Source: an optimization exercise on an open RTL-to-GDS flow (aim: small area, a short achievable clock period and few clock cycles per item). Production flows keep margins and buffers that such runs may drop.
Function not checked in this run: the RTL went through the layout flow alone.
Power is estimated from default activity; no workload was simulated.

[flow/run.sh]
#!/bin/bash
# The standard layout, with the port buffers made from the smallest
# buffer cell instead of the delay cell buffer_ports picks by default.
set -euo pipefail
export BUFFER_PORTS_ARGS="-buffer_cell sky130_fd_sc_hd__buf_1"
bash standard.sh finish > standard_flow.log 2>&1
[standard.sh]
#!/bin/bash
# synth_recipe.tcl (not shown) runs the flow's synth.tcl, then flattens the netlist and writes it again
# the make line also repeats each setting of config.mk as NAME=value (left out here)
make -C /OpenROAD-flow-scripts/flow DESIGN_CONFIG=/design/flow/config.mk WORK_HOME=/design/flow/orfs CLKGATE_MAP_FILE= SYNTH_SCRIPT=/design/flow/synth_recipe.tcl "${@:-finish}"
[config.mk]
export PLATFORM = sky130hd
export DESIGN_NAME = mmu_top
export DESIGN_NICKNAME = mmu_top
export VERILOG_FILES = /design/flow/design.v
export SDC_FILE = /design/flow/constraint.sdc
export NUM_CORES = 4
export LEC_CHECK = 0
export CAP_MARGIN = 20
export CORE_AREA = 2 2 193 193
export CTS_BUF_LIST = sky130_fd_sc_hd__clkbuf_8
export DIE_AREA = 0 0 195 195
export SETUP_SLACK_MARGIN = 3.4
export SLEW_MARGIN = 20
[constraint.sdc]
create_clock -name core_clock -period 8.5 [get_ports {clk_i}]
set_input_delay 1.7000 -clock core_clock [delete_from_list [all_inputs] [get_ports {clk_i}]]
set_output_delay 1.7000 -clock core_clock [all_outputs]
set_load 0.01 [all_outputs]
[design.v]
package mmu_pkg;
  typedef logic [39-1:0]    vaddr_t;
  typedef logic [56-1:0]    paddr_t;
  typedef logic [44-1:0]    ppn_t;
  typedef logic [39-13:0]   vpn_t;
  typedef enum logic [1:0] {
    PRIV_LVL_U = 2'b00,
    PRIV_LVL_S = 2'b01,
    PRIV_LVL_M = 2'b11
  } priv_lvl_t;
  typedef struct packed {
    logic [9:0] rsvd;
    ppn_t       ppn;
    logic [1:0] rsw;
    logic       d;
    logic       a;
    logic       g;
    logic       u;
    logic       x;
    logic       w;
    logic       r;
    logic       v;
  } pte_t;
  typedef struct packed {
    logic valid;
    vpn_t vpn;
    pte_t pte;
    logic is_2m;
    logic is_1g;
  } tlb_entry_t;
  typedef struct packed {
    logic hit;
    pte_t pte;
    logic is_2m;
    logic is_1g;
  } tlb_rsp_t;
  typedef enum logic [3:0] {
    EXC_INSTR_ACCESS_FAULT = 4'd1,
    EXC_INSTR_PAGE_FAULT   = 4'd12,
    EXC_LOAD_PAGE_FAULT    = 4'd13,
    EXC_STORE_PAGE_FAULT   = 4'd15
  } exc_cause_t;
  typedef struct packed {
    logic        valid;
    exc_cause_t  cause;
    logic [63:0] tval;
  } exc_t;
  typedef struct packed {
    logic   valid;
    vaddr_t vaddr;
  } walk_req_t;
  typedef struct packed {
    logic       done;
    logic       error;
    vaddr_t     vaddr;
    tlb_entry_t entry;
  } walk_rsp_t;
  typedef enum logic [1:0] {
    IDLE,
    READ,
    WAIT,
    DONE
  } ptw_state_t;
  function automatic paddr_t merge_paddr(ppn_t ppn, vaddr_t vaddr, logic is_2m, logic is_1g);
    paddr_t paddr;
    paddr = {ppn, vaddr[11:0]};
    if (is_2m) begin
      paddr[20:12] = vaddr[20:12];
    end
    if (is_1g) begin
      paddr[29:12] = vaddr[29:12];
    end
    merge_paddr = paddr;
  endfunction
endpackage
`timescale 1ns/100ps
module mmu_top (
  input  logic        clk_i,
  input  logic        rst_ni,
  input  logic        enable_translation_i,
  input  logic        flush_tlb_i,
  input  logic [43:0] satp_ppn_i,
  input  logic [1:0]  priv_lvl_i,
  input  logic [1:0]  ld_st_priv_lvl_i,
  input  logic        sum_i,
  input  logic        fetch_req_i,
  input  logic [38:0] fetch_vaddr_i,
  output logic        fetch_valid_o,
  output logic [55:0] fetch_paddr_o,
  output logic [68:0] fetch_exc_o,
  input  logic        lsu_req_i,
  input  logic        lsu_is_store_i,
  input  logic [38:0] lsu_vaddr_i,
  output logic        lsu_dtlb_hit_o,
  output logic [43:0] lsu_dtlb_ppn_o,
  output logic        lsu_valid_o,
  output logic [55:0] lsu_paddr_o,
  output logic [68:0] lsu_exc_o,
  output logic        mem_req_o,
  output logic [55:0] mem_addr_o,
  input  logic        mem_rvalid_i,
  input  logic [63:0] mem_rdata_i
);
  logic en;
  assign en = enable_translation_i;
  logic        t_v, t_id, t_k1, t_k0, t_fok, t_lok, t_sok;
  logic [26:0] t_vpn;
  logic [43:0] t_ppn;
  logic [26:0] f_vpn, l_vpn;
  logic        f_hit, l_hit;
  assign f_vpn = fetch_vaddr_i[38:12];
  assign l_vpn = lsu_vaddr_i[38:12];
  assign f_hit = t_v && (t_vpn[26:18] == f_vpn[26:18])
                 && (t_k1 || (t_vpn[17:9] == f_vpn[17:9]))
                 && (t_k0 || (t_vpn[8:0] == f_vpn[8:0]));
  assign l_hit = t_v && (t_vpn[26:18] == l_vpn[26:18])
                 && (t_k1 || (t_vpn[17:9] == l_vpn[17:9]))
                 && (t_k0 || (t_vpn[8:0] == l_vpn[8:0]));
  logic        busy_q;    
  logic        live_q;    
  logic        own_q;     
  logic [1:0]  lvl_q;     
  logic        arr, leaf, fault, done, cont, free;
  logic [38:0] w_va;
  logic        rd_v, rd_r, rd_w, rd_x, rd_u, rd_a, rd_d;
  logic [43:0] rd_ppn;
  assign rd_v   = mem_rdata_i[0];
  assign rd_r   = mem_rdata_i[1];
  assign rd_w   = mem_rdata_i[2];
  assign rd_x   = mem_rdata_i[3];
  assign rd_u   = mem_rdata_i[4];
  assign rd_a   = mem_rdata_i[6];
  assign rd_d   = mem_rdata_i[7];
  assign rd_ppn = mem_rdata_i[53:10];
  assign w_va = own_q ? lsu_vaddr_i : fetch_vaddr_i;
  assign leaf = rd_r || rd_x;
  assign arr  = busy_q && mem_rvalid_i;
  assign cont = arr && live_q && rd_v && !rd_r && !rd_w && !rd_x && (lvl_q != 2'd0);
  assign done = arr && !cont;
  assign free = !busy_q || done;
  always_comb begin
    fault = !rd_v || (rd_w && !rd_r);
    if (leaf) begin
      if (!rd_a) fault = 1'b1;
      if (lvl_q == 2'd2 && rd_ppn[17:0] != '0) fault = 1'b1;
      if (lvl_q == 2'd1 && rd_ppn[8:0] != '0) fault = 1'b1;
    end else if (lvl_q == 2'd0) begin
      fault = 1'b1;
    end
  end
  logic lv_q, lf_q, ff_q, fill;
  assign fill    = done && live_q && !fault && !flush_tlb_i;
  logic eq2_q, eq1_q, eq0_q, fc_q, lc_q, eqcov, cov;
  always_ff @(posedge clk_i) begin
    eq2_q <= (fetch_vaddr_i[38:30] == lsu_vaddr_i[38:30]);
    eq1_q <= (fetch_vaddr_i[29:21] == lsu_vaddr_i[29:21]);
    eq0_q <= (fetch_vaddr_i[20:12] == lsu_vaddr_i[20:12]);
  end
  always_ff @(posedge clk_i or negedge rst_ni) begin
    if (!rst_ni) begin
      fc_q <= 1'b0;
      lc_q <= 1'b0;
    end else begin
      fc_q <= fetch_req_i && !fetch_valid_o;
      lc_q <= lsu_req_i && !lsu_valid_o;
    end
  end
  assign eqcov = (own_q ? fc_q : lc_q)
                 && eq2_q && (lvl_q == 2'd2 || eq1_q) && (lvl_q != 2'd0 || eq0_q);
  assign cov = done && live_q && leaf && (eqcov || !(own_q ? fc_q : lc_q));
  logic l_sel, f_sel, l_pri, start, live_d, canon;
  assign canon = (fetch_vaddr_i[38] == fetch_vaddr_i[37]);
  assign l_sel  = lsu_req_i && en && !lv_q && !lf_q && !(busy_q && own_q);
  assign f_sel  = fetch_req_i && en && canon && !ff_q && !(busy_q && !own_q);
  assign l_pri  = l_sel;
  assign start  = free && !cov && (l_sel || f_sel);
  assign live_d = l_pri ? !l_hit : !f_hit;
  logic [8:0] s_idx, c_idx;
  assign s_idx = l_pri ? lsu_vaddr_i[38:30] : fetch_vaddr_i[38:30];
  assign c_idx = (lvl_q == 2'd2) ? w_va[29:21] : w_va[20:12];
  assign mem_req_o  = cont || start;
  assign mem_addr_o = cont ? {rd_ppn, c_idx, 3'b000} : {satp_ppn_i, s_idx, 3'b000};
  always_ff @(posedge clk_i or negedge rst_ni) begin
    if (!rst_ni) begin
      busy_q <= 1'b0;
      live_q <= 1'b0;
    end else begin
      busy_q <= mem_req_o || (busy_q && !mem_rvalid_i);
      if (start) live_q <= live_d;
    end
  end
  always_ff @(posedge clk_i) begin
    if (cont) begin
      lvl_q <= lvl_q - 2'd1;
    end else if (start) begin
      lvl_q <= 2'd2;
      own_q <= l_pri;
    end
  end
  logic        fw, lw;
  logic [43:0] f_ppn, l_ppn;
  logic        fw_flt, lw_flt;
  assign fw    = busy_q && live_q && !own_q && mem_rvalid_i;
  assign lw    = busy_q && live_q && own_q && mem_rvalid_i;
  assign f_ppn = {t_ppn[43:27],
                  t_ppn[26:18] | (f_vpn[26:18] & {9{t_id}}),
                  t_ppn[17:9]  | (f_vpn[17:9]  & {9{t_k1}}),
                  t_ppn[8:0]   | (f_vpn[8:0]   & {9{t_k0}})};
  assign l_ppn = {t_ppn[43:27],
                  t_ppn[26:18] | (l_vpn[26:18] & {9{t_id}}),
                  t_ppn[17:9]  | (l_vpn[17:9]  & {9{t_k1}}),
                  t_ppn[8:0]   | (l_vpn[8:0]   & {9{t_k0}})};
  logic w_fok, w_lok, w_sok, w_lpriv;
  assign w_fok   = rd_x && !((priv_lvl_i == 2'b00) && !rd_u) && !((priv_lvl_i == 2'b01) && rd_u);
  assign w_lpriv = !((ld_st_priv_lvl_i == 2'b01) && rd_u && !sum_i)
                   && !((ld_st_priv_lvl_i == 2'b00) && !rd_u);
  assign w_lok   = rd_r && w_lpriv;
  assign w_sok   = rd_w && rd_d && w_lpriv;
  assign fw_flt = (fw && fault) || !t_fok;
  assign lw_flt = (lw && fault) || (lsu_is_store_i ? !t_sok : !t_lok);
  assign lsu_dtlb_hit_o     = lsu_req_i && (!en || l_hit);
  assign lsu_dtlb_ppn_o     = l_ppn;
  always_ff @(posedge clk_i or negedge rst_ni) begin
    if (!rst_ni) begin
      lv_q <= 1'b0;
      lf_q <= 1'b0;
      ff_q <= 1'b0;
    end else begin
      lv_q <= lsu_dtlb_hit_o && !lsu_valid_o && !(fill && !eqcov);
      lf_q <= fill && own_q;
      ff_q <= fill && !own_q;
    end
  end
  assign lsu_valid_o        = lv_q || lf_q || (lw && fault);
  assign lsu_paddr_o        = {l_ppn, lsu_vaddr_i[11:0]};
  assign lsu_exc_o[68]      = en && lw_flt;
  assign lsu_exc_o[67:64]   = lsu_is_store_i ? 4'd15 : 4'd13;
  assign lsu_exc_o[63:0]    = {25'd0, lsu_vaddr_i};
  assign fetch_valid_o      = fetch_req_i && (!en || !canon || f_hit || (fw && fault));
  assign fetch_paddr_o      = {f_ppn, fetch_vaddr_i[11:0]};
  assign fetch_exc_o[68]    = en && (!canon || fw_flt);
  assign fetch_exc_o[67:64] = canon ? 4'd12 : 4'd1;
  assign fetch_exc_o[63:0]  = {25'd0, fetch_vaddr_i};
  always_ff @(posedge clk_i or negedge rst_ni) begin
    if (!rst_ni) begin
      t_v <= 1'b0;
    end else if (flush_tlb_i || !en || (!fetch_req_i && !lsu_req_i)) begin
      t_v <= 1'b0;
    end else if (fill) begin
      t_v <= 1'b1;
    end
  end
  always_ff @(posedge clk_i) begin
    t_id <= !en;
    if (!en) begin
      t_ppn <= '0;
      t_k1  <= 1'b1;
      t_k0  <= 1'b1;
    end else if (fill) begin
      t_ppn <= rd_ppn;
      t_k1  <= (lvl_q == 2'd2);
      t_k0  <= (lvl_q != 2'd0);
    end
    if (fill) begin
      t_vpn <= w_va[38:12];
      t_fok <= w_fok;
      t_lok <= w_lok;
      t_sok <= w_sok;
    end
  end
endmodule
==> metrics.md <==
| Metric | Value |
|---|---|
| Final setup TNS | `0 ns` |
| Setup crit end | `lsu_dtlb_hit_o` |
| CP arrival | `3.44 ns` |
| Syn Std Cell Area | `0.007696 mm2` |
| Worst r2r path cells | `7` |
| Achievable Freq | `194.4 MHz` |
| TritonCTS Sinks | `91` |
| Tcrit/Tclk final | `60.52%` |
| Worst R2R Start | `lvl_q[0]$_SDFFCE_PP0P_` |
| Clk Tree Root Cell | `clkbuf_8` |
| CP bufs+invs | `3` |
| Synth-to-Final Area Change | `10.91%` |
| Worst setup path class | `in -> out` |
| Via density | `4.231` |
| Worst path most repeated cell | `buf_1` |
| Average cell area after synthesis | `8.628 um2` |
| YS warnings | `1` |
| Endpoints failing setup | `0` |
| Largest Register | `t_ppn` |
| Dpl cell area | `0.008069 mm2` |
| CTS max path bufs | `2` |
| Remaining DRCs | `0` |
| Post-route minimum period | `5.144 ns` |
| Port bufs | `410` |
| Routability Congestion | `0.8503` |
| Worst VDD drop | `0.00006193 V` |
| H-tree levels | `3` |
| Gate Count Post-Synth | `892` |
| Total Nets Final | `1,310` |
| CTS tree | `built` |
| Synth Register Bits | `91` |
| Util after Layout | `23.88%` |
| Worst Hold Margin | `0.5420 ns` |
| # Max-Cap Violations | `0` |
| Die ar. | `0.03803 mm2` |
| Die W | `195 um` |
| WP data required | `6.80 ns` |
| I/O pins | `553` |
| Max FFs per register | `44` |
| Rel. slew slack | `30.55%` |
| Post-route clock skew | `0.01971 ns` |
| Crit Path Max Fanout | `6` |
| ANT nets after route | `0` |
| Post-synth EDFFs | `33` |
| Setup crit start kind | `primary input` |
| Worst-path clk slew | `0.10 ns` |
| Comb pwr share | `27.1%` |
| Average wire per standard cell | `18.97 um` |
| R2r setup slk | `4.99 ns` |
| GRT Util Overall | `14.66%` |
| Synth cell types | `42` |
| Yosys top cell area share | `23.41%` |
| Final Max Tran Viols | `0` |
| Worst path cell trace | `buf_1, xor2_1, nor4_1, nand4_1, buf_4, o31ai_2, and2_1, buf_1` |
| Via count | `6,659` |
| Final Cell Area | `0.008536 mm2` |
| Worst-margin pin slew | `1.042 ns` |
| FFs w/ async S/R, synth | `8.791%` |
| Primary FF master, synth | `dfxtp_1` |
| DR iter-0 viols | `272` |
| Power per cell area | `129.2 mW/mm2` |
| Worst hold path class | `reg -> reg` |
| Crit path depth | `8` |
| Part of the power in registers | `42.2%` |
| Clk pwr share | `30.7%` |
| Synth area leaders | `buf_4, dfxtp_1, edfxtp_1` |
| Sequential area share after synthesis | `28.48%` |
| Initial antenna violation count | `0` |
| Die Ht | `195 um` |
| Synth area leader | `buf_4` |
| DP HPWL | `22,260 um` |
| Row count | `69` |
| Crit path max-delay family | `buffers and inverters` |
| Drt pass-1 iters | `4` |
| Starting density of the core | `21.53%` |
| Post-Route WL | `29,860 um` |
| Diode count | `0` |
| Share of cells above drive strength 1 | `9.164%` |
| First-pass GRT wire length | `39,990 um` |
| Outcome | `timing/DRC/antenna clean` |
| Clk Latency, worst-skew pair | `0.41 ns` |
| Top Registers | `t_ppn x44, t_vpn x27, lvl_q x2` |
| Largest net degree at the start of global routing | `54` |
| GR Overflow Total | `0` |
| Final hold violation count | `0` |
| Register area | `0.002192 mm2` |
| RSZ-0062 raised after global routing | `true` |
| Commonest non-fill, non-tap cells in the layout | `buf_1, nand2_1, mux2i_1` |
| CTS Buf Count | `9` |
| Area of the multi-input gates | `0.003854 mm2` |
| R2r endpoint | `t_vpn[23]$_DFFE_PP_` |
| Filler instances | `3,984` |
| Pint | `0.7085 mW` |
| Leakage power | `3.798 nW` |
| Slowest-stage cell, CP | `nor4_1` |
| P_sw | `0.3947 mW` |
| CP startpoint | `lsu_vaddr_i[36]` |
| Worst Setup End Kind | `output port` |
| Core ar. | `0.03574 mm2` |
| Commonest non-fill, non-tap cell in the layout | `buf_1` |
| Worst path max stage delay | `0.36 ns` |
| Sw Ratio | `35.78%` |
| Number of global-route vias before repair | `6,171` |
## stage by stage
step                setup WS, ns  power (mW)  std cells
finish                     3.356       1.103       1574
floorplan                  3.748      0.6977        947
detailed placement         2.676      0.7630       1547
global route               3.350       1.165       1574
global placement           2.728      0.7615       1547
CTS                        3.389       1.127       1571
## kinds of logic after synthesis
family / count (synthesis) / share of synthesized area (%)
buffers and inverters: 287 / 26.48
and+or+nand+nor: 245 / 13.38
muxes: 100 / 13.46
DFF: 91 / 28.48
xor gates and xnor gates: 83 / 9.446
AOI/OAI and AO/OA: 81 / 8.161
adders and majority gates: 3 / 0.4878
other: 2 / 0.09758
## tightest hold or removal path, stage by stage, from the launching register on
cell	delay (ns)
dfxtp_1	0.36
mux2i_1	0.08
nor2_1	0.07
## synth_stat cells (all sizes together), types with 15 or more instances
| cell | n |
|---|---|
| xnor2 | 32 |
| a21o | 54 |
| dfxtp | 50 |
| buf | 256 |
| nand2 | 141 |
| edfxtp | 33 |
| xor2 | 51 |
| nor2 | 60 |
| mux2 | 28 |
| mux2i | 72 |
| clkbuf | 19 |
| nor4 | 15 |
## per-layer routing
layer	GRT usage, %	share of wire [%]	vias up
met4	8.171	4.2	0
met3	2.625	6.0	65
li1	-	-	3102
met2	25.24	49	356
met5	0	0	-
met1	17.22	41	3136
## power by group through the flow
| stage | sequential (mW) | clock [mW] | combinational (mW) |
|---|---|---|---|
| after floorplan | 0.473 | 0 | 0.225 |
| after detailed placement | 0.475 | 0 | 0.288 |
| after global placement | 0.475 | 0 | 0.287 |
| after global routing | 0.466 | 0.373 | 0.325 |
| after CTS | 0.465 | 0.362 | 0.300 |
| final | 0.465 | 0.339 | 0.299 |
## final cells by class
class | instances | area share, %
inverter | 12 | 0.5277
multi-input combinational | 572 | 45.15
timing repair buffer | 422 | 19.47
sequential | 91 | 25.68
clock inverter | 7 | 0.9675
clock buffer | 9 | 1.451
tap | 461 | 6.758
## worst min path at each step
| stage | start | to | slack [ns] | depth (start not counted) |
|---|---|---|---|---|
| 2_1_floorplan | live_q$_DFFE_PN0P_ | live_q$_DFFE_PN0P_ | 0.48 | 2 |
| 3_3_place_gp | t_ppn[21]$_SDFFE_PN0P_ | t_ppn[21]$_SDFFE_PN0P_ | 0.50 | 2 |
| 3_5_place_dp | t_ppn[5]$_SDFFE_PN0P_ | t_ppn[5]$_SDFFE_PN0P_ | 0.52 | 2 |
| 4_1_cts | t_ppn[5]$_SDFFE_PN0P_ | t_ppn[5]$_SDFFE_PN0P_ | 0.55 | 2 |
| 5_1_grt | t_ppn[8]$_SDFFE_PN0P_ | t_ppn[8]$_SDFFE_PN0P_ | 0.57 | 2 |
| 6_report | t_ppn[6]$_SDFFE_PN0P_ | t_ppn[6]$_SDFFE_PN0P_ | 0.54 | 2 |
## what timing repair did
item | in CTS | in global routing
pin swaps | 6 | 2
endpoints found under the setup margin | 59 | 38
gates resized for setup | 35 | 13
gates cloned | 2 | 1
buffers inserted | 6 | 2
hold buffers | 0 | 0

[port drivers added, routing unchanged]
In the flow no input, the clock included, has a driving cell. The finished layout below was timed again as built, in two steps.
Step 1, drivers: a clkbuf_16 drives clk_i and a buf_2 each remaining input, both assumed.
Step 2 also shifts input and output timing later by t, the mid clock arrival at the registers, as if the neighbouring blocks saw the same clock.
a / b / c = ideal / step 1 / step 2; a / b = the first two.
shift t [ns]: 0.447
setup slack, ns: 3.356 / 3.330 / 3.330
hold WS [ns]: 0.542 / 0.542 / 0.542
worst setup path at the end: input to output
pins driven straight from the clock port: 1
After both steps this run still meets setup and hold. For this run, drivers alone change the setup slack by -0.026 ns; drivers and shift together by -0.026 ns.
